What follows belongs to an exercise in optimizing a design on an open flow for small area; a production flow would make more cautious choices. Function was checked by simulation only, so behaviour that the tests miss may differ from the original. Power figures rest on the tool's default switching activity, not on a simulated workload.

File: flow/config.mk
export PLATFORM = sky130hd
export DESIGN_NAME = cnn_top
export DESIGN_NICKNAME = cnn_top
export VERILOG_FILES = /design/flow/design.v
export SDC_FILE = /design/flow/constraint.sdc
export NUM_CORES = 4
export LEC_CHECK = 0
export CAP_MARGIN = 20
export CORE_MARGIN = 2
export CORE_UTILIZATION = 60
export SLEW_MARGIN = 20
File: flow/design.v
module cnn_mac (input logic [7:0] a, input logic [7:0] b, input logic [19:0] acc,
                input logic clr, output logic [19:0] q);
    logic p1;
    logic p2;
    logic p3;
    logic p4;
    logic p5;
    logic p6;
    logic p7;
    logic p8;
    logic p9;
    logic p10;
    logic p11;
    logic p12;
    logic p13;
    logic p14;
    logic p15;
    logic p16;
    logic p17;
    logic p18;
    logic p19;
    logic p20;
    logic p21;
    logic p22;
    logic p23;
    logic p24;
    logic p25;
    logic p26;
    logic p27;
    logic p28;
    logic p29;
    logic p30;
    logic p31;
    logic p32;
    logic p33;
    logic p34;
    logic p35;
    logic p36;
    logic p37;
    logic p38;
    logic p39;
    logic p40;
    logic p41;
    logic p42;
    logic p43;
    logic p44;
    logic p45;
    logic p46;
    logic p47;
    logic p48;
    logic p49;
    logic p50;
    logic p51;
    logic p52;
    logic p53;
    logic p54;
    logic p55;
    logic p56;
    logic p57;
    logic p58;
    logic p59;
    logic p60;
    logic p61;
    logic p62;
    logic p63;
    logic p64;
    logic p65;
    logic p66;
    logic p67;
    logic p68;
    logic p69;
    logic p70;
    logic p71;
    logic p72;
    logic p73;
    logic p74;
    logic p75;
    logic p76;
    logic p77;
    logic p78;
    logic p79;
    logic p80;
    logic p81;
    logic p82;
    logic p83;
    logic p84;
    logic s85;
    logic c86;
    logic s87;
    logic c88;
    logic s89;
    logic c90;
    logic s91;
    logic c92;
    logic s93;
    logic c94;
    logic s95;
    logic c96;
    logic s97;
    logic c98;
    logic s99;
    logic c100;
    logic s101;
    logic c102;
    logic s103;
    logic c104;
    logic s105;
    logic c106;
    logic s107;
    logic c108;
    logic s109;
    logic c110;
    logic s111;
    logic c112;
    logic s113;
    logic c114;
    logic s115;
    logic c116;
    logic s117;
    logic c118;
    logic s119;
    logic c120;
    logic s121;
    logic c122;
    logic s123;
    logic c124;
    logic s125;
    logic c126;
    logic s127;
    logic c128;
    logic s129;
    logic c130;
    logic s131;
    logic c132;
    logic s133;
    logic c134;
    logic s135;
    logic c136;
    logic s137;
    logic c138;
    logic s139;
    logic c140;
    logic s141;
    logic c142;
    logic s143;
    logic c144;
    logic s145;
    logic c146;
    logic s147;
    logic c148;
    logic s149;
    logic c150;
    logic s151;
    logic c152;
    logic s153;
    logic c154;
    logic s155;
    logic c156;
    logic s157;
    logic c158;
    logic s159;
    logic c160;
    logic s161;
    logic c162;
    logic s163;
    logic c164;
    logic s165;
    logic c166;
    logic s167;
    logic c168;
    logic s169;
    logic c170;
    logic s171;
    logic c172;
    logic s173;
    logic c174;
    logic s175;
    logic c176;
    logic s177;
    logic c178;
    logic s179;
    logic c180;
    logic s181;
    logic c182;
    logic s183;
    logic c184;
    logic s185;
    logic c186;
    logic s187;
    logic c188;
    logic s189;
    logic c190;
    logic s191;
    logic c192;
    logic s193;
    logic c194;
    logic s195;
    logic c196;
    logic s197;
    logic c198;
    logic s199;
    logic c200;
    logic s201;
    logic c202;
    logic s203;
    logic c204;
    logic s205;
    logic c206;
    logic s207;
    logic c208;
    logic r209;
    logic rc210;
    logic r211;
    logic rc212;
    logic r213;
    logic rc214;
    logic r215;
    logic rc216;
    logic r217;
    logic rc218;
    logic r219;
    logic rc220;
    logic r221;
    logic rc222;
    logic r223;
    logic rc224;
    logic r225;
    logic rc226;
    logic r227;
    logic rc228;
    logic r229;
    logic rc230;
    logic r231;
    logic rc232;
    logic r233;
    logic rc234;
    logic r235;
    logic rc236;
    logic r237;
    logic rc238;
    logic r239;
    logic rc240;
    logic r241;
    logic rc242;
    logic r243;
    logic rc244;
    logic r245;
    logic rc246;
    logic r247;
    logic rc248;
    assign p1 = (a[0] & b[0]);
    assign p2 = (acc[0] & ~clr);
    assign p3 = (a[0] & b[1]);
    assign p4 = (a[1] & b[0]);
    assign p5 = (acc[1] & ~clr);
    assign p6 = (a[0] & b[2]);
    assign p7 = (a[1] & b[1]);
    assign p8 = (a[2] & b[0]);
    assign p9 = (acc[2] & ~clr);
    assign p10 = (a[0] & b[3]);
    assign p11 = (a[1] & b[2]);
    assign p12 = (a[2] & b[1]);
    assign p13 = (a[3] & b[0]);
    assign p14 = (acc[3] & ~clr);
    assign p15 = (a[0] & b[4]);
    assign p16 = (a[1] & b[3]);
    assign p17 = (a[2] & b[2]);
    assign p18 = (a[3] & b[1]);
    assign p19 = (a[4] & b[0]);
    assign p20 = (acc[4] & ~clr);
    assign p21 = (a[0] & b[5]);
    assign p22 = (a[1] & b[4]);
    assign p23 = (a[2] & b[3]);
    assign p24 = (a[3] & b[2]);
    assign p25 = (a[4] & b[1]);
    assign p26 = (a[5] & b[0]);
    assign p27 = (acc[5] & ~clr);
    assign p28 = (a[0] & b[6]);
    assign p29 = (a[1] & b[5]);
    assign p30 = (a[2] & b[4]);
    assign p31 = (a[3] & b[3]);
    assign p32 = (a[4] & b[2]);
    assign p33 = (a[5] & b[1]);
    assign p34 = (a[6] & b[0]);
    assign p35 = (acc[6] & ~clr);
    assign p36 = ~(a[0] & b[7]);
    assign p37 = (a[1] & b[6]);
    assign p38 = (a[2] & b[5]);
    assign p39 = (a[3] & b[4]);
    assign p40 = (a[4] & b[3]);
    assign p41 = (a[5] & b[2]);
    assign p42 = (a[6] & b[1]);
    assign p43 = (a[7] & b[0]);
    assign p44 = (acc[7] & ~clr);
    assign p45 = ~(a[1] & b[7]);
    assign p46 = (a[2] & b[6]);
    assign p47 = (a[3] & b[5]);
    assign p48 = (a[4] & b[4]);
    assign p49 = (a[5] & b[3]);
    assign p50 = (a[6] & b[2]);
    assign p51 = (a[7] & b[1]);
    assign p52 = (acc[8] & ~clr);
    assign p53 = ~(a[2] & b[7]);
    assign p54 = (a[3] & b[6]);
    assign p55 = (a[4] & b[5]);
    assign p56 = (a[5] & b[4]);
    assign p57 = (a[6] & b[3]);
    assign p58 = (a[7] & b[2]);
    assign p59 = (acc[9] & ~clr);
    assign p60 = ~(a[3] & b[7]);
    assign p61 = (a[4] & b[6]);
    assign p62 = (a[5] & b[5]);
    assign p63 = (a[6] & b[4]);
    assign p64 = (a[7] & b[3]);
    assign p65 = (acc[10] & ~clr);
    assign p66 = ~(a[4] & b[7]);
    assign p67 = (a[5] & b[6]);
    assign p68 = (a[6] & b[5]);
    assign p69 = (a[7] & b[4]);
    assign p70 = (acc[11] & ~clr);
    assign p71 = ~(a[5] & b[7]);
    assign p72 = (a[6] & b[6]);
    assign p73 = (a[7] & b[5]);
    assign p74 = (acc[12] & ~clr);
    assign p75 = ~(a[6] & b[7]);
    assign p76 = (a[7] & b[6]);
    assign p77 = (acc[13] & ~clr);
    assign p78 = ~(a[7] & b[7]);
    assign p79 = (acc[14] & ~clr);
    assign p80 = (acc[15] & ~clr);
    assign p81 = (acc[16] & ~clr);
    assign p82 = (acc[17] & ~clr);
    assign p83 = (acc[18] & ~clr);
    assign p84 = (acc[19] & ~clr);
    assign s85 = p36 ^ p37;
    assign c86 = p36 & p37;
    assign s87 = p21 ^ p22;
    assign c88 = p21 & p22;
    cnn_fa u_s89 (.x(p28), .y(p29), .z(p30), .s(s89), .c(c90));
    assign s91 = p31 ^ p32;
    assign c92 = p31 & p32;
    cnn_fa u_s93 (.x(p38), .y(p39), .z(p40), .s(s93), .c(c94));
    cnn_fa u_s95 (.x(p41), .y(p42), .z(p43), .s(s95), .c(c96));
    assign s97 = 1'b1 ^ p44;
    assign c98 = 1'b1 & p44;
    cnn_fa u_s99 (.x(p45), .y(p46), .z(p47), .s(s99), .c(c100));
    cnn_fa u_s101 (.x(p48), .y(p49), .z(p50), .s(s101), .c(c102));
    cnn_fa u_s103 (.x(p51), .y(p52), .z(c86), .s(s103), .c(c104));
    cnn_fa u_s105 (.x(p53), .y(p54), .z(p55), .s(s105), .c(c106));
    cnn_fa u_s107 (.x(p56), .y(p57), .z(p58), .s(s107), .c(c108));
    cnn_fa u_s109 (.x(p60), .y(p61), .z(p62), .s(s109), .c(c110));
    assign s111 = p10 ^ p11;
    assign c112 = p10 & p11;
    cnn_fa u_s113 (.x(p15), .y(p16), .z(p17), .s(s113), .c(c114));
    assign s115 = p18 ^ p19;
    assign c116 = p18 & p19;
    cnn_fa u_s117 (.x(p23), .y(p24), .z(p25), .s(s117), .c(c118));
    cnn_fa u_s119 (.x(p26), .y(p27), .z(s87), .s(s119), .c(c120));
    cnn_fa u_s121 (.x(p33), .y(p34), .z(p35), .s(s121), .c(c122));
    cnn_fa u_s123 (.x(c88), .y(s89), .z(s91), .s(s123), .c(c124));
    cnn_fa u_s125 (.x(s85), .y(c90), .z(c92), .s(s125), .c(c126));
    cnn_fa u_s127 (.x(s93), .y(s95), .z(s97), .s(s127), .c(c128));
    cnn_fa u_s129 (.x(c94), .y(c96), .z(c98), .s(s129), .c(c130));
    cnn_fa u_s131 (.x(s99), .y(s101), .z(s103), .s(s131), .c(c132));
    cnn_fa u_s133 (.x(p59), .y(c100), .z(c102), .s(s133), .c(c134));
    cnn_fa u_s135 (.x(c104), .y(s105), .z(s107), .s(s135), .c(c136));
    cnn_fa u_s137 (.x(p63), .y(p64), .z(p65), .s(s137), .c(c138));
    cnn_fa u_s139 (.x(c106), .y(c108), .z(s109), .s(s139), .c(c140));
    cnn_fa u_s141 (.x(p66), .y(p67), .z(p68), .s(s141), .c(c142));
    cnn_fa u_s143 (.x(p69), .y(p70), .z(c110), .s(s143), .c(c144));
    cnn_fa u_s145 (.x(p71), .y(p72), .z(p73), .s(s145), .c(c146));
    assign s147 = p6 ^ p7;
    assign c148 = p6 & p7;
    cnn_fa u_s149 (.x(p12), .y(p13), .z(p14), .s(s149), .c(c150));
    cnn_fa u_s151 (.x(p20), .y(c112), .z(s113), .s(s151), .c(c152));
    cnn_fa u_s153 (.x(c114), .y(c116), .z(s117), .s(s153), .c(c154));
    cnn_fa u_s155 (.x(c118), .y(c120), .z(s121), .s(s155), .c(c156));
    cnn_fa u_s157 (.x(c122), .y(c124), .z(s125), .s(s157), .c(c158));
    cnn_fa u_s159 (.x(c126), .y(c128), .z(s129), .s(s159), .c(c160));
    cnn_fa u_s161 (.x(c130), .y(c132), .z(s133), .s(s161), .c(c162));
    cnn_fa u_s163 (.x(c134), .y(c136), .z(s137), .s(s163), .c(c164));
    cnn_fa u_s165 (.x(c138), .y(c140), .z(s141), .s(s165), .c(c166));
    cnn_fa u_s167 (.x(p74), .y(c142), .z(c144), .s(s167), .c(c168));
    cnn_fa u_s169 (.x(p75), .y(p76), .z(p77), .s(s169), .c(c170));
    assign s171 = p3 ^ p4;
    assign c172 = p3 & p4;
    cnn_fa u_s173 (.x(p8), .y(p9), .z(s147), .s(s173), .c(c174));
    cnn_fa u_s175 (.x(s111), .y(c148), .z(s149), .s(s175), .c(c176));
    cnn_fa u_s177 (.x(s115), .y(c150), .z(s151), .s(s177), .c(c178));
    cnn_fa u_s179 (.x(s119), .y(c152), .z(s153), .s(s179), .c(c180));
    cnn_fa u_s181 (.x(s123), .y(c154), .z(s155), .s(s181), .c(c182));
    cnn_fa u_s183 (.x(s127), .y(c156), .z(s157), .s(s183), .c(c184));
    cnn_fa u_s185 (.x(s131), .y(c158), .z(s159), .s(s185), .c(c186));
    cnn_fa u_s187 (.x(s135), .y(c160), .z(s161), .s(s187), .c(c188));
    cnn_fa u_s189 (.x(s139), .y(c162), .z(s163), .s(s189), .c(c190));
    cnn_fa u_s191 (.x(s143), .y(c164), .z(s165), .s(s191), .c(c192));
    cnn_fa u_s193 (.x(s145), .y(c166), .z(s167), .s(s193), .c(c194));
    cnn_fa u_s195 (.x(c146), .y(c168), .z(s169), .s(s195), .c(c196));
    cnn_fa u_s197 (.x(p78), .y(p79), .z(c170), .s(s197), .c(c198));
    assign s199 = 1'b1 ^ p80;
    assign c200 = 1'b1 & p80;
    assign s201 = 1'b1 ^ p81;
    assign c202 = 1'b1 & p81;
    assign s203 = 1'b1 ^ p82;
    assign c204 = 1'b1 & p82;
    assign s205 = 1'b1 ^ p83;
    assign c206 = 1'b1 & p83;
    assign s207 = 1'b1 ^ p84;
    assign c208 = 1'b1 & p84;
    assign r209 = p1 ^ p2;
    assign rc210 = p1 & p2;
    cnn_fa u_r211 (.x(p5), .y(s171), .z(rc210), .s(r211), .c(rc212));
    cnn_fa u_r213 (.x(c172), .y(s173), .z(rc212), .s(r213), .c(rc214));
    cnn_fa u_r215 (.x(c174), .y(s175), .z(rc214), .s(r215), .c(rc216));
    cnn_fa u_r217 (.x(c176), .y(s177), .z(rc216), .s(r217), .c(rc218));
    cnn_fa u_r219 (.x(c178), .y(s179), .z(rc218), .s(r219), .c(rc220));
    cnn_fa u_r221 (.x(c180), .y(s181), .z(rc220), .s(r221), .c(rc222));
    cnn_fa u_r223 (.x(c182), .y(s183), .z(rc222), .s(r223), .c(rc224));
    cnn_fa u_r225 (.x(c184), .y(s185), .z(rc224), .s(r225), .c(rc226));
    cnn_fa u_r227 (.x(c186), .y(s187), .z(rc226), .s(r227), .c(rc228));
    cnn_fa u_r229 (.x(c188), .y(s189), .z(rc228), .s(r229), .c(rc230));
    cnn_fa u_r231 (.x(c190), .y(s191), .z(rc230), .s(r231), .c(rc232));
    cnn_fa u_r233 (.x(c192), .y(s193), .z(rc232), .s(r233), .c(rc234));
    cnn_fa u_r235 (.x(c194), .y(s195), .z(rc234), .s(r235), .c(rc236));
    cnn_fa u_r237 (.x(c196), .y(s197), .z(rc236), .s(r237), .c(rc238));
    cnn_fa u_r239 (.x(c198), .y(s199), .z(rc238), .s(r239), .c(rc240));
    cnn_fa u_r241 (.x(c200), .y(s201), .z(rc240), .s(r241), .c(rc242));
    cnn_fa u_r243 (.x(c202), .y(s203), .z(rc242), .s(r243), .c(rc244));
    cnn_fa u_r245 (.x(c204), .y(s205), .z(rc244), .s(r245), .c(rc246));
    cnn_fa u_r247 (.x(c206), .y(s207), .z(rc246), .s(r247), .c(rc248));
    assign q = {r247, r245, r243, r241, r239, r237, r235, r233, r231, r229, r227, r225, r223, r221, r219, r217, r215, r213, r211, r209};
endmodule
module cnn_fa (input logic x, input logic y, input logic z, output logic s, output logic c);
    assign s = x ^ y ^ z;
    assign c = (x & y) | (x & z) | (y & z);
endmodule
`timescale 1ns/1ns
module cnn_top
(
    input  logic        clk,
    input  logic        reset,
    input  logic        load_req,
    input  logic [15:0] load_cmd,        
    output logic        load_ack,
    input  logic        run_req,
    output logic        run_ack,
    output logic [81:0] result           
);
    localparam logic [2:0] S_IDLE  = 3'd0;      
    localparam logic [2:0] S_CONV  = 3'd2;      
    localparam logic [2:0] S_CONV2 = 3'd3;      
    localparam logic [2:0] S_DENSE = 3'd4;
    localparam logic [2:0] S_FIN   = 3'd5;      
    localparam logic [2:0] S_ACK   = 3'd6;
    logic [2:0]  state;
    logic [5:0]  phi;
    logic [1:0]  ph;                         
    logic [1:0]  pl;                         
    logic [1:0]  cls;
    logic        wflag;                      
    logic [63:0][7:0] img;
    logic [8:0][7:0]  flt;
    logic [35:0][7:0] wts;
    logic [8:0][7:0]  fea;
    logic signed [19:0] scores [0:3];
    logic [1:0]  win_class;
    assign result = {win_class, scores[3], scores[2], scores[1], scores[0]};
    logic psi0;
    logic psi_end;
    logic t_last;                            
    assign psi0    = ph == 2'd0 && pl == 2'd0;
    assign psi_end = ph == 2'd2 && pl == 2'd2;
    assign t_last  = psi_end && cls == 2'd3 && phi == 6'd63;
    always_ff @(posedge clk or negedge reset)
    begin
        if (!reset)
        begin
            phi <= '0;
            ph  <= '0;
            pl  <= '0;
            cls <= '0;
        end
        else
        begin
            phi <= phi + 6'd1;
            if (pl == 2'd2)
            begin
                pl <= 2'd0;
                ph <= (ph == 2'd2) ? 2'd0 : ph + 2'd1;
            end
            else
            begin
                pl <= pl + 2'd1;
            end
            if (psi_end)
            begin
                cls <= cls + 2'd1;
            end
        end
    end
    logic [1:0] tgt;
    logic [5:0] addr;
    logic [7:0] din;
    logic [1:0] img_port;                    
    logic [3:0] psi;
    logic [5:0] a_d;                         
    logic       a_hit;                       
    logic [1:0] a_q;
    logic       pending;
    logic       wr_ok;
    logic       ack_ok;
    logic       hit_img, hit_flt, hit_wts, ignored, we;
    assign tgt  = load_cmd[15:14];
    assign addr = load_cmd[13:8];
    assign din  = load_cmd[7:0];
    assign img_port = {addr[5] ^ ~phi[5] ^ (addr[4] & ~phi[4]), addr[4] ^ ~phi[4]};
    assign psi   = {ph, 1'b0} + 4'(ph) + 4'(pl);
    assign a_d   = addr - 6'(psi);
    assign a_hit = a_d == 6'd0 || a_d == 6'd9 || a_d == 6'd18 || a_d == 6'd27;
    assign a_q   = a_d[4:3];
    assign hit_img = tgt == 2'd0 && addr[3:0] == phi[3:0];
    assign hit_flt = tgt == 2'd1 && a_d == 6'd0;
    assign hit_wts = tgt == 2'd2 && addr < 6'd36 && a_hit;
    assign ignored = tgt == 2'd3 || (tgt == 2'd1 && addr >= 6'd9)
                     || (tgt == 2'd2 && addr >= 6'd36);
    assign pending = load_req && !load_ack;
    assign ack_ok  = state == S_IDLE && !run_req;
    assign wr_ok   = ack_ok || state == S_ACK;      
    assign we      = pending && wr_ok;
    always_ff @(posedge clk or negedge reset)
    begin
        if (!reset)
        begin
            load_ack <= 1'b0;
            wflag    <= 1'b0;
        end
        else
        begin
            wflag <= pending && (wflag || (we && (hit_img || hit_flt || hit_wts)));
            if (pending && ack_ok && (hit_img || hit_flt || hit_wts || ignored || wflag))
            begin
                load_ack <= 1'b1;
            end
            else if (!load_req)
            begin
                load_ack <= 1'b0;
            end
        end
    end
    always_ff @(posedge clk)
    begin
        for (int p = 0; p < 64; p++)
        begin
            img[p] <= img[(p + 1) % 64];
        end
        for (int m = 0; m < 4; m++)
        begin
            if (we && hit_img && img_port == 2'(m))
            begin
                img[16*m + 15] <= din;
            end
        end
    end
    always_ff @(posedge clk)
    begin
        for (int p = 0; p < 8; p++)
        begin
            flt[p] <= flt[p + 1];
        end
        flt[8] <= (we && hit_flt) ? din : flt[0];
    end
    always_ff @(posedge clk)
    begin
        for (int p = 0; p < 36; p++)
        begin
            wts[p] <= wts[(p + 1) % 36];
        end
        for (int m = 0; m < 4; m++)
        begin
            if (we && hit_wts && a_q - cls == 2'(m + 1))
            begin
                wts[9*m + 8] <= din;
            end
        end
    end
    logic [7:0]  opa;                        
    logic [7:0]  opb;                        
    logic signed [19:0] sum;                 
    logic dense;
    logic idle;                              
    logic hold;                              
    logic upd;                               
    assign dense = state == S_DENSE;
    assign idle  = (state == S_CONV && cls[0]) || (state == S_CONV2 && !cls[0]);
    assign hold  = idle || state == S_FIN || state == S_ACK;
    always_comb
    begin
        if (dense || idle)
        begin
            opa = fea[0];
        end
        else
        begin
            opa = (ph == 2'd0) ? img[0] : (ph == 2'd1) ? img[5] : img[10];
        end
        if (dense)
        begin
            opb = wts[0];
        end
        else if (hold)
        begin
            opb = upd ? 8'hff : 8'h00;
        end
        else
        begin
            opb = flt[0];
        end
    end
    cnn_mac u_mac (.a(opa), .b(opb), .acc(scores[3]), .clr(psi0 && !hold), .q(sum));
    always_ff @(posedge clk)
    begin
        scores[3] <= sum;
    end
    logic [5:0] slot_o;
    logic [3:0] tgt_g;
    logic       tgt_first;                   
    logic [7:0] relu;
    assign slot_o = phi - 6'd8;
    assign tgt_g     = scores[2][3:0];
    assign tgt_first = scores[2][4];
    assign upd  = idle && tgt_g == {ph, pl};
    assign relu = scores[3][19] ? 8'd0 : (|scores[3][18:8]) ? 8'd255 : scores[3][7:0];
    always_ff @(posedge clk)
    begin
        for (int p = 0; p < 8; p++)
        begin
            fea[p] <= fea[p + 1];
        end
        if (upd && (tgt_first || !sum[19]))
        begin
            fea[8] <= relu;
        end
        else
        begin
            fea[8] <= fea[0];
        end
    end
    logic       cmp;
    logic [1:0] cmp_cls;
    logic [19:0] nbest;                      
    logic [20:0] gtc;                        
    logic [19:0] ca;
    logic [19:0] cb;
    assign cmp     = (dense && psi0 && cls != 2'd0) || state == S_FIN;
    assign cmp_cls = cls - 2'd1;
    assign nbest   = ~((scores[0] & {20{win_class == 2'd0}}) | (scores[1] & {20{win_class == 2'd1}})
                       | (scores[2] & {20{win_class[1]}}));
    assign ca     = {~scores[3][19], scores[3][18:0]};
    assign cb     = {~nbest[19], nbest[18:0]};
    assign gtc[0] = 1'b0;
    for (genvar i = 0; i < 20; i++)
    begin : g_gt
        assign gtc[i + 1] = (ca[i] & cb[i]) | (ca[i] & gtc[i]) | (cb[i] & gtc[i]);
    end
    always_ff @(posedge clk)
    begin
        if ((state == S_CONV || state == S_CONV2) && psi_end)
        begin
            scores[2][3:0] <= {slot_o[5:4], slot_o[2:1]};
            scores[2][4]   <= !slot_o[3] && !slot_o[0];
        end
        if (cmp)
        begin
            for (int q = 0; q < 3; q++)
            begin
                if (cmp_cls == 2'(q))
                begin
                    scores[q] <= scores[3];
                end
            end
            if (cmp_cls == 2'd0 || gtc[20])
            begin
                win_class <= cmp_cls;
            end
        end
    end
    assign run_ack = state == S_ACK;
    always_ff @(posedge clk or negedge reset)
    begin
        if (!reset)
        begin
            state   <= S_IDLE;
        end
        else
        begin
            case (state)
                S_IDLE:
                begin
                    if (run_req && t_last)
                    begin
                        state <= S_CONV;
                    end
                end
                S_CONV:
                begin
                    if (t_last)
                    begin
                        state <= S_CONV2;
                    end
                end
                S_CONV2:
                begin
                    if (t_last)
                    begin
                        state <= S_DENSE;
                    end
                end
                S_DENSE:
                begin
                    if (psi_end && cls == 2'd3)
                    begin
                        state <= S_FIN;
                    end
                end
                S_FIN:
                begin
                    state <= S_ACK;
                end
                default:
                begin
                    if (!run_req)
                    begin
                        state <= S_IDLE;
                    end
                end
            endcase
        end
    end
endmodule
File: flow/standard.sh
#!/bin/bash
# synth_recipe.tcl (not shown) runs the flow's synth.tcl, then flattens the netlist and writes it again
# the make line also repeats each setting of config.mk as NAME=value (left out here)
make -C /OpenROAD-flow-scripts/flow DESIGN_CONFIG=/design/flow/config.mk WORK_HOME=/design/flow/orfs CLKGATE_MAP_FILE= SYNTH_SCRIPT=/design/flow/synth_recipe.tcl "${@:-finish}"
File: flow/flow/run.sh
#!/bin/bash
# The standard layout (standard.sh, ORFS) with these changes:
# - input and output ports are buffered with the smallest buffer;
# - clock tree synthesis uses clkbuf_8 sink clusters and no dummy loads;
# - after floorplan, OpenROAD's restructure re-maps the combinational logic for
#   area (flow/restructure.tcl); registers are kept as synthesized.
# The make output goes to standard.log; each ORFS step keeps its own log.
set -euo pipefail
here=$(pwd)
export BUFFER_PORTS_ARGS="-buffer_cell sky130_fd_sc_hd__buf_1"
export CTS_ARGS="-sink_clustering_enable -repair_clock_nets -dont_use_dummy_load -buf_list sky130_fd_sc_hd__clkbuf_8 -sink_clustering_size 20 -sink_clustering_max_diameter 60"
export POST_FLOORPLAN_TCL="$here/flow/restructure.tcl"
bash standard.sh > standard.log 2>&1
File: flow/constraint.sdc
create_clock -name core_clock -period 10.0 [get_ports {clk}]
set_input_delay 2.0000 -clock core_clock [delete_from_list [all_inputs] [get_ports {clk}]]
set_output_delay 2.0000 -clock core_clock [all_outputs]
set_load 0.01 [all_outputs]
File: flow/flow/restructure.tcl
# Area recovery after floorplan: re-map the combinational logic with ABC for
# area (OpenROAD restructure). Registers are not touched.
set lib_in [lindex $::env(LIB_FILES) 0]
set work $::env(RESULTS_DIR)/restructure
file mkdir $work
set lib_out $work/lib_dont_use.lib

# a copy of the library with the platform's don't-use cells marked dont_use,
# so that ABC leaves them out
set fh [open $lib_in r]
set text [read $fh]
close $fh
set out ""
set pos 0
foreach {whole name} [regexp -all -inline -indices {cell\s*\(\s*"?([A-Za-z0-9_]+)"?\s*\)\s*\{} $text] {
  set end [lindex $whole 1]
  set cell [string range $text [lindex $name 0] [lindex $name 1]]
  append out [string range $text $pos $end]
  foreach pattern $::env(DONT_USE_CELLS) {
    if { [string match $pattern $cell] } {
      append out "\n    dont_use : true;"
      break
    }
  }
  set pos [expr {$end + 1}]
}
append out [string range $text $pos end]
set fh [open $lib_out w]
puts -nonewline $fh $out
close $fh

set tielo "[lindex $::env(TIELO_CELL_AND_PORT) 0]/[lindex $::env(TIELO_CELL_AND_PORT) 1]"
set tiehi "[lindex $::env(TIEHI_CELL_AND_PORT) 0]/[lindex $::env(TIEHI_CELL_AND_PORT) 1]"
report_design_area
restructure -target area -liberty_file $lib_out -tielo_port $tielo -tiehi_port $tiehi \
  -work_dir $work
report_design_area
==> notes.md, run 1 <==
# TYPE chip_impl_metric gauge
chip_impl_metric{name="ratio_of_cells_with_drive_above_1_in_the_final_layout",unit="%"} 3.87
chip_impl_info{name="worst_r2r_startpoint",value="state[2]$_DFFE_PN0P_"} 1
chip_impl_metric{name="post-dp-hpwl",unit="µm"} 31400
chip_impl_metric{name="detail_route.wl_per_cell",unit="µm"} 16.9
chip_impl_metric{name="remaining_max_slew_budget_at_the_tightest_pin",unit="%"} 33.2
chip_impl_metric{name="num-nets-final",unit=""} 2168
chip_impl_metric{name="placement.io_buffers",unit=""} 103
chip_impl_metric{name="floorplan.die.height",unit="µm"} 217
chip_impl_metric{name="synthesis.instances",unit=""} 1739
chip_impl_metric{name="synth.ff_latch_count",unit=""} 1043
chip_impl_metric{name="layout-area-overhead-vs-synth",unit="%"} 5.93
chip_impl_info{name="crit_path_start_kind",value="flop"} 1
chip_impl_metric{name="stdcell_count",unit=""} 2741
chip_impl_metric{name="grt_pass1_wl",unit="µm"} 72400
chip_impl_metric{name="rows",unit=""} 77
chip_impl_metric{name="grt_max_degree",unit=""} 29
chip_impl_info{name="status",value="complete, no violations"} 1
chip_impl_info{name="timing_worst_setup_path_type",value="reg -> reg"} 1
chip_impl_metric{name="fin_ws",unit="ns"} 1.03
chip_impl_metric{name="first_global_vias",unit=""} 13365
chip_impl_metric{name="drt-vias-per-instance",unit=""} 5.12
chip_impl_metric{name="cts_buffers",unit=""} 61
chip_impl_info{name="worst_hold_path.endpoint",value="flt[15]$_DFF_P_"} 1
chip_impl_metric{name="timing.clock.skew",unit="ns"} 0.126
chip_impl_metric{name="grtUsageTotal",unit="%"} 19.8
chip_impl_metric{name="insertion_delay",unit="ns"} 0.72
chip_impl_info{name="yosysTopAreaCell",value="sky130_fd_sc_hd__dfxtp_1"} 1
chip_impl_metric{name="firstDrtPassIters",unit=""} 5
chip_impl_metric{name="initial_core_util",unit="%"} 61.1
chip_impl_metric{name="chipWidth",unit="µm"} 217
chip_impl_metric{name="max-clock-path-buffers",unit=""} 3
chip_impl_metric{name="critical_path.max_stage_delay",unit="ns"} 0.45
chip_impl_metric{name="layout_min_cycle_time",unit="ns"} 8.97
chip_impl_metric{name="placeableCoreArea",unit="mm²"} 0.0444
chip_impl_info{name="timing.critical_path.to_type",value="flop"} 1
chip_impl_metric{name="worstRegToRegCells",unit=""} 48
chip_impl_metric{name="power_leakage",unit="nW"} 10.8
chip_impl_metric{name="cts_hold_repair.buffers",unit=""} 0
chip_impl_metric{name="final-max-slew-violation-count",unit=""} 0
chip_impl_metric{name="seq_area_frac_synth",unit="%"} 79.4
chip_impl_metric{name="dp_cells",unit=""} 2674
chip_impl_metric{name="number_of_unique_standard_cell_types_used_by_synthesis",unit=""} 60
chip_impl_metric{name="timing_hold_violations_final",unit=""} 0
chip_impl_metric{name="totalWireLength",unit="µm"} 46300
chip_impl_metric{name="timing.hold.worst_path_depth",unit=""} 0
chip_impl_metric{name="cap_violations",unit=""} 0
chip_impl_metric{name="synth_fp_nets",unit=""} 1853
chip_impl_metric{name="clkTransAtPathRegs",unit="ns"} 0.11
chip_impl_metric{name="timing.fmax",unit="GHz"} 0.111
chip_impl_metric{name="r2r_setup_slack",unit="ns"} 1.03
chip_impl_metric{name="cts_num_sinks",unit=""} 1043
chip_impl_metric{name="count_of_flip_flops_with_a_built_in_enable_after_synthesis",unit=""} 57
chip_impl_metric{name="sum_of_negative_setup_slack",unit="ns"} 0
chip_impl_metric{name="fin_crit_sh",unit="%"} 89.7
chip_impl_metric{name="area_post_placement",unit="mm²"} 0.0278
chip_impl_metric{name="syn_area",unit="mm²"} 0.0271
chip_impl_metric{name="global_route.overflow_total",unit=""} 0
chip_impl_metric{name="worst_max_slew_pin_slew",unit="ns"} 1.00
chip_impl_metric{name="synth-async-reset-ratio",unit="%"} 1.63
chip_impl_metric{name="crit_fanout",unit=""} 12
chip_impl_metric{name="critical_path_arrival",unit="ns"} 9.54
chip_impl_metric{name="peakVddDrop",unit="V"} 0.000379
chip_impl_metric{name="area_fraction_of_the_dominant_cell_type_after_synthesis",unit="%"} 71.5
chip_impl_metric{name="setup_viol",unit=""} 0
chip_impl_info{name="worst_path_max_delay_cell",value="sky130_fd_sc_hd__nor4_1"} 1
chip_impl_metric{name="htree_num_levels",unit=""} 2
chip_impl_metric{name="synth-warning-count",unit=""} 3
chip_impl_info{name="dominantRegCellSynth",value="sky130_fd_sc_hd__dfxtp_1"} 1
chip_impl_info{name="reg_to_reg_endpoint",value="fea[68]$_DFF_P_"} 1
chip_impl_metric{name="antenna_found_initial",unit=""} 3
chip_impl_metric{name="drt-initial-drc-count",unit=""} 1004
chip_impl_info{name="hold_path_startpoint",value="flt[23]$_DFF_P_"} 1
chip_impl_metric{name="post-route-cell-area",unit="mm²"} 0.0287
chip_impl_metric{name="pre_cts_slack",unit="ns"} -0.0647
chip_impl_info{name="synthTopCellsByArea",value="sky130_fd_sc_hd__dfxtp_1 71%, sky130_fd_sc_hd__edfxtp_1 6.3%, sky130_fd_sc_hd__fa_1 5.1%"} 1
chip_impl_metric{name="antenna_left",unit=""} 0
chip_impl_info{name="ctsRootBufferMaster",value="sky130_fd_sc_hd__clkbuf_8"} 1
chip_impl_metric{name="fp.dieArea",unit="mm²"} 0.0469
chip_impl_metric{name="synth_area_per_cell",unit="µm²"} 15.6
chip_impl_metric{name="power.density_cell_area",unit="mW/mm²"} 341
chip_impl_metric{name="dr_total_vias",unit=""} 14044
chip_impl_metric{name="gp_congestion",unit=""} 0.882
chip_impl_info{name="critical-path-top-cell-by-count",value="sky130_fd_sc_hd__nor2_1"} 1
chip_impl_metric{name="post_route_drc_violation_count",unit=""} 0
chip_impl_metric{name="cp_data_required_time",unit="ns"} 10.57
chip_impl_metric{name="io_pins",unit=""} 104
chip_impl_info{name="hold_path.class",value="reg -> reg"} 1
chip_impl_info{name="tritoncts",value="done"} 1
==> layout make-up <==
type                       count  area (µm²)
clock buffer                  61         840
tap                          592         741
fill                        3346       15700
multi-input combinational    831        4790
sequential                  1043       21500
timing repair buffer         112         455
inverter                      99         372
antenna                        3        7.51
==> layer usage <==
metal | vias to the layer above | wire [µm] | global-route usage (%)
met4 | 2 | 1070 | 6.19
met3 | 75 | 2350 | 3.20
met5 | - | 14 | 0
li1 | 7142 | - | -
met1 | 6499 | 23400 | 29.4
met2 | 326 | 19500 | 30.1
==> logic make-up (layout without fill, tap and decap cells) <==
group	count (synthesis)	in the layout	synth area share, %
DFF	1043	1043	79.4
and+or+nand+nor	213	366	3.80
AOI/OAI and AO/OA	134	456	2.91
muxes	117	0	4.96
buffers and inverters	105	272	1.54
adders and majority gates	100	0	6.46
xor gates and xnor gates	27	9	0.950
other	0	3	0
==> placed cells by master (no fill, tap or decap), types with 3 or more instances in the layout <==
cell                          n
sky130_fd_sc_hd__nor4_1      11
sky130_fd_sc_hd__xnor2_1      3
sky130_fd_sc_hd__dfxtp_1    969
sky130_fd_sc_hd__edfxtp_1    57
sky130_fd_sc_hd__nand4_1      3
sky130_fd_sc_hd__o32ai_1      4
sky130_fd_sc_hd__o22ai_2      3
sky130_fd_sc_hd__buf_1      102
sky130_fd_sc_hd__o2bb2ai_1   65
sky130_fd_sc_hd__a31oi_1      6
sky130_fd_sc_hd__o21bai_1    23
sky130_fd_sc_hd__o21a_1      12
sky130_fd_sc_hd__clkbuf_8    61
sky130_fd_sc_hd__o22ai_1     90
sky130_fd_sc_hd__nor3_1      22
sky130_fd_sc_hd__or3_1        3
sky130_fd_sc_hd__nor2_1     176
sky130_fd_sc_hd__or2_0       29
sky130_fd_sc_hd__xor2_1       6
sky130_fd_sc_hd__a2bb2oi_1   12
sky130_fd_sc_hd__o22a_1      20
sky130_fd_sc_hd__o21ai_0    107
sky130_fd_sc_hd__o221ai_1     3
sky130_fd_sc_hd__a22o_1      17
sky130_fd_sc_hd__nand3_1      6
sky130_fd_sc_hd__clkinv_1    98
sky130_fd_sc_hd__nor2b_1     16
sky130_fd_sc_hd__a21oi_1     72
sky130_fd_sc_hd__diode_2      3
sky130_fd_sc_hd__nand2_1     73
sky130_fd_sc_hd__and2_0      11
sky130_fd_sc_hd__a2111oi_0    3
sky130_fd_sc_hd__dfrtp_1     17
sky130_fd_sc_hd__buf_4        9
==> how the worst max path moves through the flow <==
stage                                     from              end  slack, ns
after floorplan             cls[0]$_DFFE_PN0P_  fea[64]$_DFF_P_       0.38
after global placement      cls[0]$_DFFE_PN0P_  fea[69]$_DFF_P_       0.51
after detailed placement  state[1]$_DFFE_PN0P_  fea[68]$_DFF_P_      -0.06
after CTS                 state[1]$_DFFE_PN0P_  fea[68]$_DFF_P_       0.16
after global routing         ph[0]$_DFFE_PN0P_  fea[66]$_DFF_P_      -0.04
final                     state[2]$_DFFE_PN0P_  fea[68]$_DFF_P_       1.03
==> repair_timing <==
action | CTS | global route
setup endpoints to repair | 8 | 9
endpoints found under the hold margin | 0 | 0
pin swaps | 0 | 1
setup buffers | 0 | 3
gates resized for setup | 1 | 10
==> worst max-delay path, delay by kind of cell (launching register included) <==
| kind | cells | cell delay [ns] |
|---|---|---|
| flops | 1 | 0.44 |
| buf+inv | 3 | 0.74 |
| compound gates | 18 | 3.62 |
| simple gates | 26 | 3.96 |
| xor+xnor | 1 | 0.15 |
==> where the power goes <==
group	internal, mW	switching [mW]	total [mW]
clock network	0.547	1.11	1.66
registers	4.41	0.137	4.55
logic	1.32	2.29	3.61
total	6.28	3.54	9.81
==> registers in the layout (all words and copies together), names as in the netlist, 2 cells and up <==
name	flops
cls	2
fea	72
flt	72
img	512
ph	2
phi	6
pl	2
scores	80
state	3
win_class	2
wts	288
==> cells in the mapped netlist (all sizes together), types with 6 or more instances <==
| master | n |
|---|---|
| edfxtp | 57 |
| nand2b | 16 |
| xnor2 | 18 |
| clkbuf | 16 |
| nor4 | 7 |
| and2 | 11 |
| inv | 77 |
| nand2 | 48 |
| nor2b | 8 |
| ha | 25 |
| dfrtp | 17 |
| maj3 | 6 |
| buf | 11 |
| fa | 69 |
| mux2i | 29 |
| or2 | 24 |
| nor3 | 7 |
| mux2 | 88 |
| dfxtp | 969 |
| xor2 | 8 |
| nor2 | 73 |
| o21ai | 25 |
| a21oi | 69 |
==> through the flow <==
step                total power, mW  hold WS (ns)  utilization (%)
floorplan                      4.85         0.310                -
global placement               8.07         0.310             62.6
detailed placement             8.20         0.312             62.6
CTS                            9.83         0.179             64.5
global route                   10.6         0.182             64.7
finish                         9.81         0.215             64.7
==> run 2: changes to the inputs <==
--- a/flow/config.mk
+++ b/flow/config.mk
@@ -7,5 +7,5 @@
 export LEC_CHECK = 0
 export CAP_MARGIN = 20
 export CORE_MARGIN = 2
-export CORE_UTILIZATION = 60
+export CORE_UTILIZATION = 65
 export SLEW_MARGIN = 20
==> run 2 against run 1 <==
  * Global-route usage up 1.7 points
  * Clock skew down 0.0091 ns
  * Critical path depth down 3
  * Via count up 0.74%
  * Area after synthesis unchanged
  * Critical endpoint is now fea[66]$_DFF_P_
  * Design area down 0.39%
  * Count of clock-buffer cells in the layout down 1
  * Die area down 7.6%
  * Still clean
  * Routed wire length down 0.63%
  * Worst setup slack better by 0.13 ns
  * Combinational power down 1%
==> notes.md, run 2 <==
# TYPE chip_impl_metric gauge
chip_impl_metric{name="rows",unit=""} 74
chip_impl_info{name="status",value="complete, no violations"} 1
chip_impl_metric{name="first_global_vias",unit=""} 13318
chip_impl_metric{name="cap_violations",unit=""} 0
chip_impl_metric{name="synth-simple-area-share",unit="%"} 3.80
chip_impl_metric{name="detail_route.wl_per_cell",unit="µm"} 17.2
chip_impl_metric{name="post_route_drc_violation_count",unit=""} 0
chip_impl_metric{name="post-dp-hpwl",unit="µm"} 31200
chip_impl_info{name="reg_to_reg_endpoint",value="fea[66]$_DFF_P_"} 1
chip_impl_metric{name="power.density_cell_area",unit="mW/mm²"} 341
chip_impl_metric{name="remaining_max_slew_budget_at_the_tightest_pin",unit="%"} 30.7
chip_impl_metric{name="grt_pass1_wl",unit="µm"} 72800
chip_impl_metric{name="timing.clock.skew",unit="ns"} 0.117
chip_impl_info{name="synthTopCellsByArea",value="sky130_fd_sc_hd__dfxtp_1 71%, sky130_fd_sc_hd__edfxtp_1 6.3%, sky130_fd_sc_hd__fa_1 5.1%"} 1
chip_impl_metric{name="initial_core_util",unit="%"} 66.2
chip_impl_metric{name="crit_fanout",unit=""} 12
chip_impl_metric{name="totalWireLength",unit="µm"} 46000
chip_impl_metric{name="comb_power_share",unit="%"} 36.5
chip_impl_metric{name="number_of_unique_standard_cell_types_used_by_synthesis",unit=""} 60
chip_impl_metric{name="clkPwrFrac",unit="%"} 16.8
chip_impl_metric{name="max-clock-path-buffers",unit=""} 3
chip_impl_metric{name="critical_path.max_stage_delay",unit="ns"} 0.43
chip_impl_info{name="yosysTopAreaCell",value="sky130_fd_sc_hd__dfxtp_1"} 1
chip_impl_metric{name="syn_area",unit="mm²"} 0.0271
chip_impl_info{name="crit_path_start_kind",value="flop"} 1
chip_impl_info{name="timing.critical_path.to_type",value="flop"} 1
chip_impl_metric{name="r2r_setup_slack",unit="ns"} 1.16
chip_impl_metric{name="cts_buffers",unit=""} 60
chip_impl_metric{name="chipWidth",unit="µm"} 208
chip_impl_metric{name="synth_fp_nets",unit=""} 1853
chip_impl_info{name="critical-path-top-cell-by-count",value="sky130_fd_sc_hd__nor2_1"} 1
chip_impl_metric{name="grtUsageTotal",unit="%"} 21.5
chip_impl_metric{name="fin_crit_sh",unit="%"} 88.4
chip_impl_metric{name="timing.fmax",unit="GHz"} 0.113
chip_impl_metric{name="max_ffs_per_register",unit=""} 512
chip_impl_metric{name="grt.met1_usage",unit="%"} 31.3
chip_impl_metric{name="num-nets-final",unit=""} 2165
chip_impl_metric{name="power_internal",unit="mW"} 6.26
chip_impl_info{name="worst_r2r_startpoint",value="state[2]$_DFFE_PN0P_"} 1
chip_impl_metric{name="seq_power_share",unit="%"} 46.6
chip_impl_metric{name="antenna_left",unit=""} 0
chip_impl_info{name="layout_common_cells",value="969 x sky130_fd_sc_hd__dfxtp_1, 176 x sky130_fd_sc_hd__nor2_1, 108 x sky130_fd_sc_hd__o21ai_0, 102 x sky130_fd_sc_hd__buf_1, 97 x sky130_fd_sc_hd__clkinv_1"} 1
chip_impl_metric{name="io_pins",unit=""} 104
chip_impl_info{name="reg_top3",value="img: 512 flops, wts: 288 flops, scores: 80 flops"} 1
chip_impl_metric{name="drt-vias-per-instance",unit=""} 5.28
chip_impl_metric{name="grt_max_degree",unit=""} 29
chip_impl_metric{name="layout-area-overhead-vs-synth",unit="%"} 5.52
chip_impl_info{name="synthMostInstantiatedCell",value="sky130_fd_sc_hd__dfxtp_1"} 1
chip_impl_metric{name="power_leakage",unit="nW"} 10.7
chip_impl_metric{name="synthesis.instances",unit=""} 1739
chip_impl_info{name="synth_top_family_by_area",value="adder cells"} 1
chip_impl_metric{name="worst_max_slew_pin_slew",unit="ns"} 1.04
chip_impl_info{name="dominantRegCellSynth",value="sky130_fd_sc_hd__dfxtp_1"} 1
chip_impl_metric{name="fp.dieArea",unit="mm²"} 0.0434
chip_impl_metric{name="insertion_delay",unit="ns"} 0.71
chip_impl_metric{name="worstRegToRegCells",unit=""} 45
chip_impl_info{name="ctsRootBufferMaster",value="sky130_fd_sc_hd__clkbuf_8"} 1
chip_impl_metric{name="share_of_synthesized_area_spent_on_multiplexers",unit="%"} 4.96
chip_impl_metric{name="peakVddDrop",unit="V"} 0.000289
chip_impl_metric{name="synth-warning-count",unit=""} 3
chip_impl_metric{name="critical_path_arrival",unit="ns"} 9.39
chip_impl_metric{name="clkTransAtPathRegs",unit="ns"} 0.11
chip_impl_metric{name="path_depth",unit=""} 45
chip_impl_metric{name="cts_num_sinks",unit=""} 1043
chip_impl_metric{name="met3_usage",unit="%"} 3.94
chip_impl_metric{name="synth-async-reset-ratio",unit="%"} 1.63
chip_impl_metric{name="ratio_of_cells_with_drive_above_1_in_the_final_layout",unit="%"} 3.69
chip_impl_metric{name="cp_data_required_time",unit="ns"} 10.55
chip_impl_metric{name="worstPathBufferInverterCount",unit=""} 3
chip_impl_metric{name="final_core_util",unit="%"} 69.8
chip_impl_metric{name="setup_viol",unit=""} 0
chip_impl_info{name="grt-busiest-layer",value="met2"} 1
chip_impl_metric{name="layout_min_cycle_time",unit="ns"} 8.84
chip_impl_metric{name="stdcell_count",unit=""} 2678
chip_impl_metric{name="synth_area_per_cell",unit="µm²"} 15.6
chip_impl_metric{name="sw_frac_of_total",unit="%"} 35.8
chip_impl_info{name="critical_path_destination",value="fea[66]$_DFF_P_"} 1
chip_impl_metric{name="drt-initial-drc-count",unit=""} 1034
chip_impl_info{name="timing_worst_setup_path_type",value="reg -> reg"} 1
chip_impl_metric{name="antenna_found_initial",unit=""} 5
chip_impl_metric{name="synth-adder-area-share",unit="%"} 6.47
chip_impl_metric{name="floorplan.die.height",unit="µm"} 208
chip_impl_metric{name="timing_hold_violations_final",unit=""} 0
chip_impl_info{name="worst_path_max_delay_cell",value="sky130_fd_sc_hd__dfrtp_1"} 1
chip_impl_metric{name="grtUsageMet2",unit="%"} 32.8
chip_impl_info{name="regMostFlops",value="img"} 1
chip_impl_metric{name="dr_total_vias",unit=""} 14148
chip_impl_metric{name="area_fraction_of_the_dominant_cell_type_after_synthesis",unit="%"} 71.5
chip_impl_metric{name="placeableCoreArea",unit="mm²"} 0.0410
chip_impl_metric{name="net-switching-power",unit="mW"} 3.49
chip_impl_metric{name="dp_cells",unit=""} 2614
chip_impl_metric{name="seq_area_frac_synth",unit="%"} 79.4
chip_impl_info{name="crit_start",value="state[2]$_DFFE_PN0P_"} 1
chip_impl_metric{name="htree_num_levels",unit=""} 2
chip_impl_info{name="hold_path.class",value="reg -> reg"} 1
chip_impl_metric{name="xor_xnor_fraction_of_synth_area",unit="%"} 0.950
chip_impl_metric{name="synth_compound_area_share",unit="%"} 2.91
chip_impl_info{name="cp_top_family",value="compound AO/OA/AOI/OAI gates"} 1
chip_impl_metric{name="final-max-slew-violation-count",unit=""} 0
chip_impl_metric{name="placement.io_buffers",unit=""} 103
chip_impl_metric{name="count_of_flip_flops_with_a_built_in_enable_after_synthesis",unit=""} 57
chip_impl_info{name="mostFrequentLayoutCell",value="sky130_fd_sc_hd__dfxtp_1"} 1
chip_impl_info{name="synth_common_cells",value="969 x sky130_fd_sc_hd__dfxtp_1, 77 x sky130_fd_sc_hd__inv_1, 73 x sky130_fd_sc_hd__nor2_1"} 1
chip_impl_metric{name="global_route.overflow_total",unit=""} 0
chip_impl_metric{name="gp_congestion",unit=""} 0.885
chip_impl_metric{name="firstDrtPassIters",unit=""} 5
chip_impl_metric{name="synth.ff_latch_count",unit=""} 1043
chip_impl_info{name="tritoncts",value="done"} 1
==> run 2: power by group through the flow <==
stage	sequential [mW]	combinational [mW]	clock, mW
2_1_floorplan	4.49	0.353	0
3_3_place_gp	4.63	3.41	0
3_5_place_dp	4.64	3.51	0
4_1_cts	4.55	3.52	1.70
5_1_grt	4.57	4.14	1.84
6_report	4.55	3.56	1.64
==> run 2: per-layer routing <==
metal	wire length [µm]	share of wire, %
met4	1340	2.9
met1	22500	49
met3	2440	5.3
met2	19700	43
met5	14	0.030
==> run 2: how the worst min path moves through the flow <==
stage,slack (ns),start,cells past startpoint,endpoint
after CTS,0.20,flt[30]$_DFF_P_,0,flt[22]$_DFF_P_
after global placement,0.31,img[427]$_DFF_P_,0,img[419]$_DFF_P_
after global routing,0.19,flt[30]$_DFF_P_,0,flt[22]$_DFF_P_
after detailed placement,0.31,img[348]$_DFF_P_,0,img[340]$_DFF_P_
final,0.22,flt[30]$_DFF_P_,0,flt[22]$_DFF_P_
after floorplan,0.31,fea[8]$_DFF_P_,0,fea[0]$_DFF_P_
==> run 2: area by class of cell <==
cell class,count,area (µm²)
multi-input combinational,831,4780
antenna,3,7.51
fill,2852,12400
tap,532,666
inverter,99,375
sequential,1043,21500
timing repair buffer,110,440
clock buffer,60,826
==> run 2: per-stage QoR <==
stage	setup TNS [ns]	hold WS (ns)	total power, mW	area (µm²)	worst slack (ns)
final	0	0.217	9.75	28600	1.16
after global routing	-0.00809	0.195	10.6	28600	-0.00809
after CTS	0	0.202	9.77	28600	0.292
after detailed placement	0	0.312	8.15	27700	0.0209
after global placement	0	0.310	8.04	27700	0.583
after floorplan	0	0.310	4.85	27100	0.380
==> run 2: cell families after synthesis <==
family                     after synthesis
AOI/OAI and AO/OA                      134
muxes                                  117
buffers and inverters                  105
DFF                                   1043
xor gates and xnor gates                27
and+or+nand+nor                        213
adders and majority gates              100
==> run 2: repair_timing <==
action                     CTS  global route
hold buffers                 0             0
setup buffers                0             1
setup endpoints to repair    1             9
resized for setup            1             9
pin swaps                    0             1
==> run 3: changes to the inputs <==
--- a/flow/flow/run.sh
+++ b/flow/flow/run.sh
@@ -1,7 +1,7 @@
 #!/bin/bash
 # The standard layout (standard.sh, ORFS) with these changes:
 # - input and output ports are buffered with the smallest buffer;
-# - clock tree synthesis uses clkbuf_8 sink clusters and no dummy loads;
+# - clock tree synthesis uses clkbuf_8 sink clusters of up to 20 flip-flops and no dummy loads;
 # - after floorplan, OpenROAD's restructure re-maps the combinational logic for
 #   area (flow/restructure.tcl); registers are kept as synthesized.
 # The make output goes to standard.log; each ORFS step keeps its own log.
--- a/flow/config.mk
+++ b/flow/config.mk
@@ -5,6 +5,7 @@
 export SDC_FILE = /design/flow/constraint.sdc
 export NUM_CORES = 4
 export LEC_CHECK = 0
+export ABC_AREA = 1
 export CAP_MARGIN = 20
 export CORE_MARGIN = 2
 export CORE_UTILIZATION = 65
==> run 3 against run 2 <==
  * Still clean
  * Clock skew down 0.021 ns
  * Global-route usage down 0.66 points
  * Routed wire length down 2.6%
  * Fmax down 1.2%
  * Sequential cell count unchanged
  * Largest cell class unchanged
==> notes.md, run 3 <==
# TYPE chip_impl_metric gauge
chip_impl_info{name="status",value="complete, no violations"} 1
chip_impl_info{name="synth_common_cells",value="969 x sky130_fd_sc_hd__dfxtp_1, 245 x sky130_fd_sc_hd__nand2_1, 168 x sky130_fd_sc_hd__inv_1"} 1
chip_impl_metric{name="antenna_found_initial",unit=""} 0
chip_impl_metric{name="synth-adder-area-share",unit="%"} 6.30
chip_impl_metric{name="initial_core_util",unit="%"} 65.9
chip_impl_metric{name="detail_route.wl_per_cell",unit="µm"} 16.9
chip_impl_metric{name="grtUsageTotal",unit="%"} 20.9
chip_impl_metric{name="rows",unit=""} 74
chip_impl_metric{name="synth.ff_latch_count",unit=""} 1043
chip_impl_metric{name="worst_max_slew_pin_slew",unit="ns"} 1.02
chip_impl_metric{name="critical_path.max_stage_delay",unit="ns"} 0.47
chip_impl_metric{name="cts_num_sinks",unit=""} 1043
chip_impl_metric{name="drt-vias-per-instance",unit=""} 5.23
chip_impl_info{name="synthTopCellsByArea",value="sky130_fd_sc_hd__dfxtp_1 72%, sky130_fd_sc_hd__edfxtp_1 6.4%, sky130_fd_sc_hd__fa_1 5.1%"} 1
chip_impl_metric{name="totalWireLength",unit="µm"} 44800
chip_impl_metric{name="area_fraction_of_the_dominant_cell_type_after_synthesis",unit="%"} 72.1
chip_impl_info{name="reg_top3",value="img: 512 flops, wts: 288 flops, scores: 80 flops"} 1
chip_impl_metric{name="count_of_flip_flops_with_a_built_in_enable_after_synthesis",unit=""} 57
chip_impl_metric{name="hold-worst-slack",unit="ns"} 0.262
chip_impl_metric{name="fin_crit_sh",unit="%"} 89.5
chip_impl_info{name="hold_path.class",value="reg -> reg"} 1
chip_impl_metric{name="clkTransAtPathRegs",unit="ns"} 0.11
chip_impl_metric{name="first_global_vias",unit=""} 13178
chip_impl_metric{name="cp_data_required_time",unit="ns"} 10.56
chip_impl_info{name="dominantRegCellSynth",value="sky130_fd_sc_hd__dfxtp_1"} 1
chip_impl_info{name="reg_to_reg_endpoint",value="fea[70]$_DFF_P_"} 1
chip_impl_metric{name="power.density_cell_area",unit="mW/mm²"} 264
chip_impl_metric{name="dr_total_vias",unit=""} 13887
chip_impl_metric{name="max-clock-path-buffers",unit=""} 3
chip_impl_metric{name="final-max-slew-violation-count",unit=""} 0
chip_impl_metric{name="seq_area_frac_synth",unit="%"} 80.1
chip_impl_metric{name="firstDrtPassIters",unit=""} 5
chip_impl_metric{name="remaining_max_slew_budget_at_the_tightest_pin",unit="%"} 32.0
chip_impl_metric{name="syn_area",unit="mm²"} 0.0269
chip_impl_info{name="tritoncts",value="done"} 1
chip_impl_metric{name="synth_fp_nets",unit=""} 2022
chip_impl_metric{name="htree_num_levels",unit=""} 3
chip_impl_info{name="timing.critical_path.to_type",value="flop"} 1
chip_impl_metric{name="power.total",unit="mW"} 7.56
chip_impl_metric{name="fp.dieArea",unit="mm²"} 0.0430
chip_impl_metric{name="xor_xnor_fraction_of_synth_area",unit="%"} 0.679
chip_impl_metric{name="synth-simple-area-share",unit="%"} 5.83
chip_impl_metric{name="diodes",unit=""} 0
chip_impl_info{name="worst_path_max_delay_cell",value="sky130_fd_sc_hd__dfrtp_2"} 1
chip_impl_metric{name="post-dp-hpwl",unit="µm"} 29700
chip_impl_metric{name="grt_max_degree",unit=""} 24
chip_impl_metric{name="timing.clock.skew",unit="ns"} 0.0958
chip_impl_metric{name="timing.fmax",unit="GHz"} 0.112
chip_impl_metric{name="share_of_synthesized_area_spent_on_multiplexers",unit="%"} 0.0419
chip_impl_metric{name="setup_viol",unit=""} 0
chip_impl_metric{name="stdcell_count",unit=""} 2657
chip_impl_metric{name="sum_of_negative_setup_slack",unit="ns"} 0
chip_impl_metric{name="timing_hold_violations_final",unit=""} 0
chip_impl_info{name="timing_worst_setup_path_type",value="reg -> reg"} 1
chip_impl_metric{name="peakVddDrop",unit="V"} 0.000181
chip_impl_metric{name="synth_area_per_cell",unit="µm²"} 14.1
chip_impl_metric{name="crit_fanout",unit=""} 13
chip_impl_metric{name="gp_congestion",unit=""} 0.877
chip_impl_metric{name="ratio_of_cells_with_drive_above_1_in_the_final_layout",unit="%"} 4.99
chip_impl_metric{name="synth-async-reset-ratio",unit="%"} 1.63
chip_impl_metric{name="grt_pass1_wl",unit="µm"} 70600
chip_impl_metric{name="fin_ws",unit="ns"} 1.05
chip_impl_metric{name="critical_path_arrival",unit="ns"} 9.50
chip_impl_metric{name="cap_violations",unit=""} 0
chip_impl_metric{name="synth-warning-count",unit=""} 3
chip_impl_info{name="crit_start",value="state[1]$_DFFE_PN0P_"} 1
chip_impl_metric{name="floorplan.die.height",unit="µm"} 207
chip_impl_info{name="synth_top_family_by_area",value="adder cells"} 1
chip_impl_metric{name="dp_cells",unit=""} 2590
chip_impl_info{name="yosysTopAreaCell",value="sky130_fd_sc_hd__dfxtp_1"} 1
chip_impl_metric{name="io_pins",unit=""} 104
chip_impl_metric{name="cts_buffers",unit=""} 66
chip_impl_info{name="layout_common_cells",value="969 x sky130_fd_sc_hd__dfxtp_1, 183 x sky130_fd_sc_hd__nor2_1, 102 x sky130_fd_sc_hd__buf_1, 96 x sky130_fd_sc_hd__o21ai_0, 87 x sky130_fd_sc_hd__clkinv_1"} 1
chip_impl_metric{name="post_route_drc_violation_count",unit=""} 0
chip_impl_metric{name="max_ffs_per_register",unit=""} 512
chip_impl_info{name="ctsRootBufferMaster",value="sky130_fd_sc_hd__clkbuf_8"} 1
chip_impl_metric{name="num-nets-final",unit=""} 2147
chip_impl_info{name="worst_r2r_startpoint",value="state[1]$_DFFE_PN0P_"} 1
chip_impl_metric{name="synthesis.instances",unit=""} 1908
chip_impl_metric{name="insertion_delay",unit="ns"} 0.65
chip_impl_metric{name="chipWidth",unit="µm"} 207
chip_impl_info{name="mostFrequentLayoutCell",value="sky130_fd_sc_hd__dfxtp_1"} 1
chip_impl_metric{name="pre_cts_slack",unit="ns"} 0.294
chip_impl_info{name="crit_path_start_kind",value="flop"} 1
chip_impl_metric{name="antenna_left",unit=""} 0
chip_impl_info{name="synthMostInstantiatedCell",value="sky130_fd_sc_hd__dfxtp_1"} 1
chip_impl_metric{name="placement.io_buffers",unit=""} 103
chip_impl_metric{name="synth_compound_area_share",unit="%"} 4.18
chip_impl_metric{name="drt-initial-drc-count",unit=""} 898
chip_impl_metric{name="global_route.overflow_total",unit=""} 0
chip_impl_info{name="critical-path-top-cell-by-count",value="sky130_fd_sc_hd__nor2_1"} 1
chip_impl_metric{name="number_of_unique_standard_cell_types_used_by_synthesis",unit=""} 51
chip_impl_metric{name="r2r_setup_slack",unit="ns"} 1.05
chip_impl_metric{name="layout-area-overhead-vs-synth",unit="%"} 6.36
chip_impl_metric{name="layout_min_cycle_time",unit="ns"} 8.95
chip_impl_info{name="critical_path_destination",value="fea[70]$_DFF_P_"} 1
chip_impl_metric{name="worstRegToRegCells",unit=""} 52
chip_impl_info{name="regMostFlops",value="img"} 1
chip_impl_metric{name="placeableCoreArea",unit="mm²"} 0.0408
chip_impl_metric{name="power_leakage",unit="nW"} 10.7
## run 3: kinds of logic (layout without fill, tap and decap cells)
family	after synthesis	in the layout
flip-flops	1043	1043
multiplexers	1	0
XOR/XNOR	20	10
AO/OA/AOI/OAI	194	415
AND/OR/NAND/NOR	363	380
buffers and inverters	193	277
adder cells (fa/ha/maj)	94	0
## run 3: worst min-delay path by stage
| stage | start | slack, ns | depth (start not counted) | endpoint |
|---|---|---|---|---|
| floorplan | fea[8]$_DFF_P_ | 0.31 | 0 | fea[0]$_DFF_P_ |
| global placement | img[230]$_DFF_P_ | 0.31 | 0 | img[222]$_DFF_P_ |
| detailed placement | img[140]$_DFF_P_ | 0.31 | 0 | img[132]$_DFF_P_ |
| CTS | fea[48]$_DFF_P_ | 0.26 | 0 | fea[40]$_DFF_P_ |
| global route | fea[48]$_DFF_P_ | 0.26 | 0 | fea[40]$_DFF_P_ |
| finish | fea[48]$_DFF_P_ | 0.26 | 0 | fea[40]$_DFF_P_ |
## run 3: what timing repair did
action                                  CTS  global route
endpoints found under the setup margin    0             9
hold buffers                              0             0
buffers inserted                          0             1
resized for setup                         0            25
## run 3: cell type report
cell class | instances | area (µm²)
Tap cell | 532 | 666
Timing Repair Buffer | 122 | 531
Sequential cell | 1043 | 21500
Inverter | 89 | 338
Multi-Input combinational cell | 805 | 4620
Clock buffer | 66 | 908
Fill cell | 2810 | 12200
## run 3: worst max-delay path: cells and delay by family (launching register included)
family | cells | cell delay, ns
AND/OR/NAND/NOR | 23 | 3.49
XOR/XNOR | 1 | 0.21
AO/OA/AOI/OAI | 23 | 3.89
flip-flops | 1 | 0.47
buffers and inverters | 5 | 0.83
## run 3: power by group
part | internal [mW] | switching (mW) | leakage, nW | total, mW
logic | 0.483 | 0.848 | 1.67 | 1.33
registers | 4.36 | 0.156 | 8.55 | 4.52
clock network | 0.598 | 1.11 | 0.475 | 1.71
## run 3: per-stage QoR
stage,utilization [%],cell area (µm²)
after floorplan,-,26900
final,70.0,28600
after detailed placement,67.7,27600
after global routing,70.0,28600
after CTS,69.9,28500
after global placement,67.7,27600
## run 3: routing by layer
| metal | global-route usage (%) | vias to the layer above | part of all wire, % |
|---|---|---|---|
| met4 | 7.91 | 0 | 2.7 |
| met3 | 3.78 | 71 | 4.7 |
| met2 | 31.0 | 326 | 42 |
| met5 | 0 | - | 0 |
| li1 | - | 7035 | - |
| met1 | 30.8 | 6455 | 50 |

[re-timing with driven ports]
The flow's constraints put no driver on any port. The routed layouts listed below were extracted and timed again, unchanged, in two steps.
Step 1 (the two cells are an assumption about what drives the block):
set clk [get_ports {clk}]
set_driving_cell -lib_cell sky130_fd_sc_hd__clkbuf_16 $clk
set_driving_cell -lib_cell sky130_fd_sc_hd__buf_2 [delete_from_list [all_inputs] $clk]
Step 2, shift: input delay + t, output delay - t, t = (earliest + latest rising clock arrival at the registers) / 2. This alone moves slack from input paths to output paths.
Three values: ideal ports, drivers, drivers and shift; two values: the first two.
| run | t (ns) | slack for setup (ns) | worst hold slack (ns) | clock arrival spread, ns | worst slew at a driven data input, ns |
|---|---|---|---|---|---|
| run 1 | 0.712 | 1.029 / 1.029 / 1.029 | 0.215 / 0.215 / 0.215 | 0.128 / 0.128 | 0.14 |
| run 2 | 0.703 | 1.161 / 1.161 / 1.161 | 0.217 / 0.217 / 0.217 | 0.117 / 0.118 | 0.11 |
| run 3 | 0.651 | 1.052 / 1.052 / 1.052 | 0.262 / 0.262 / 0.262 | 0.113 / 0.113 | 0.05 |
After both steps every run listed still meets setup and hold.
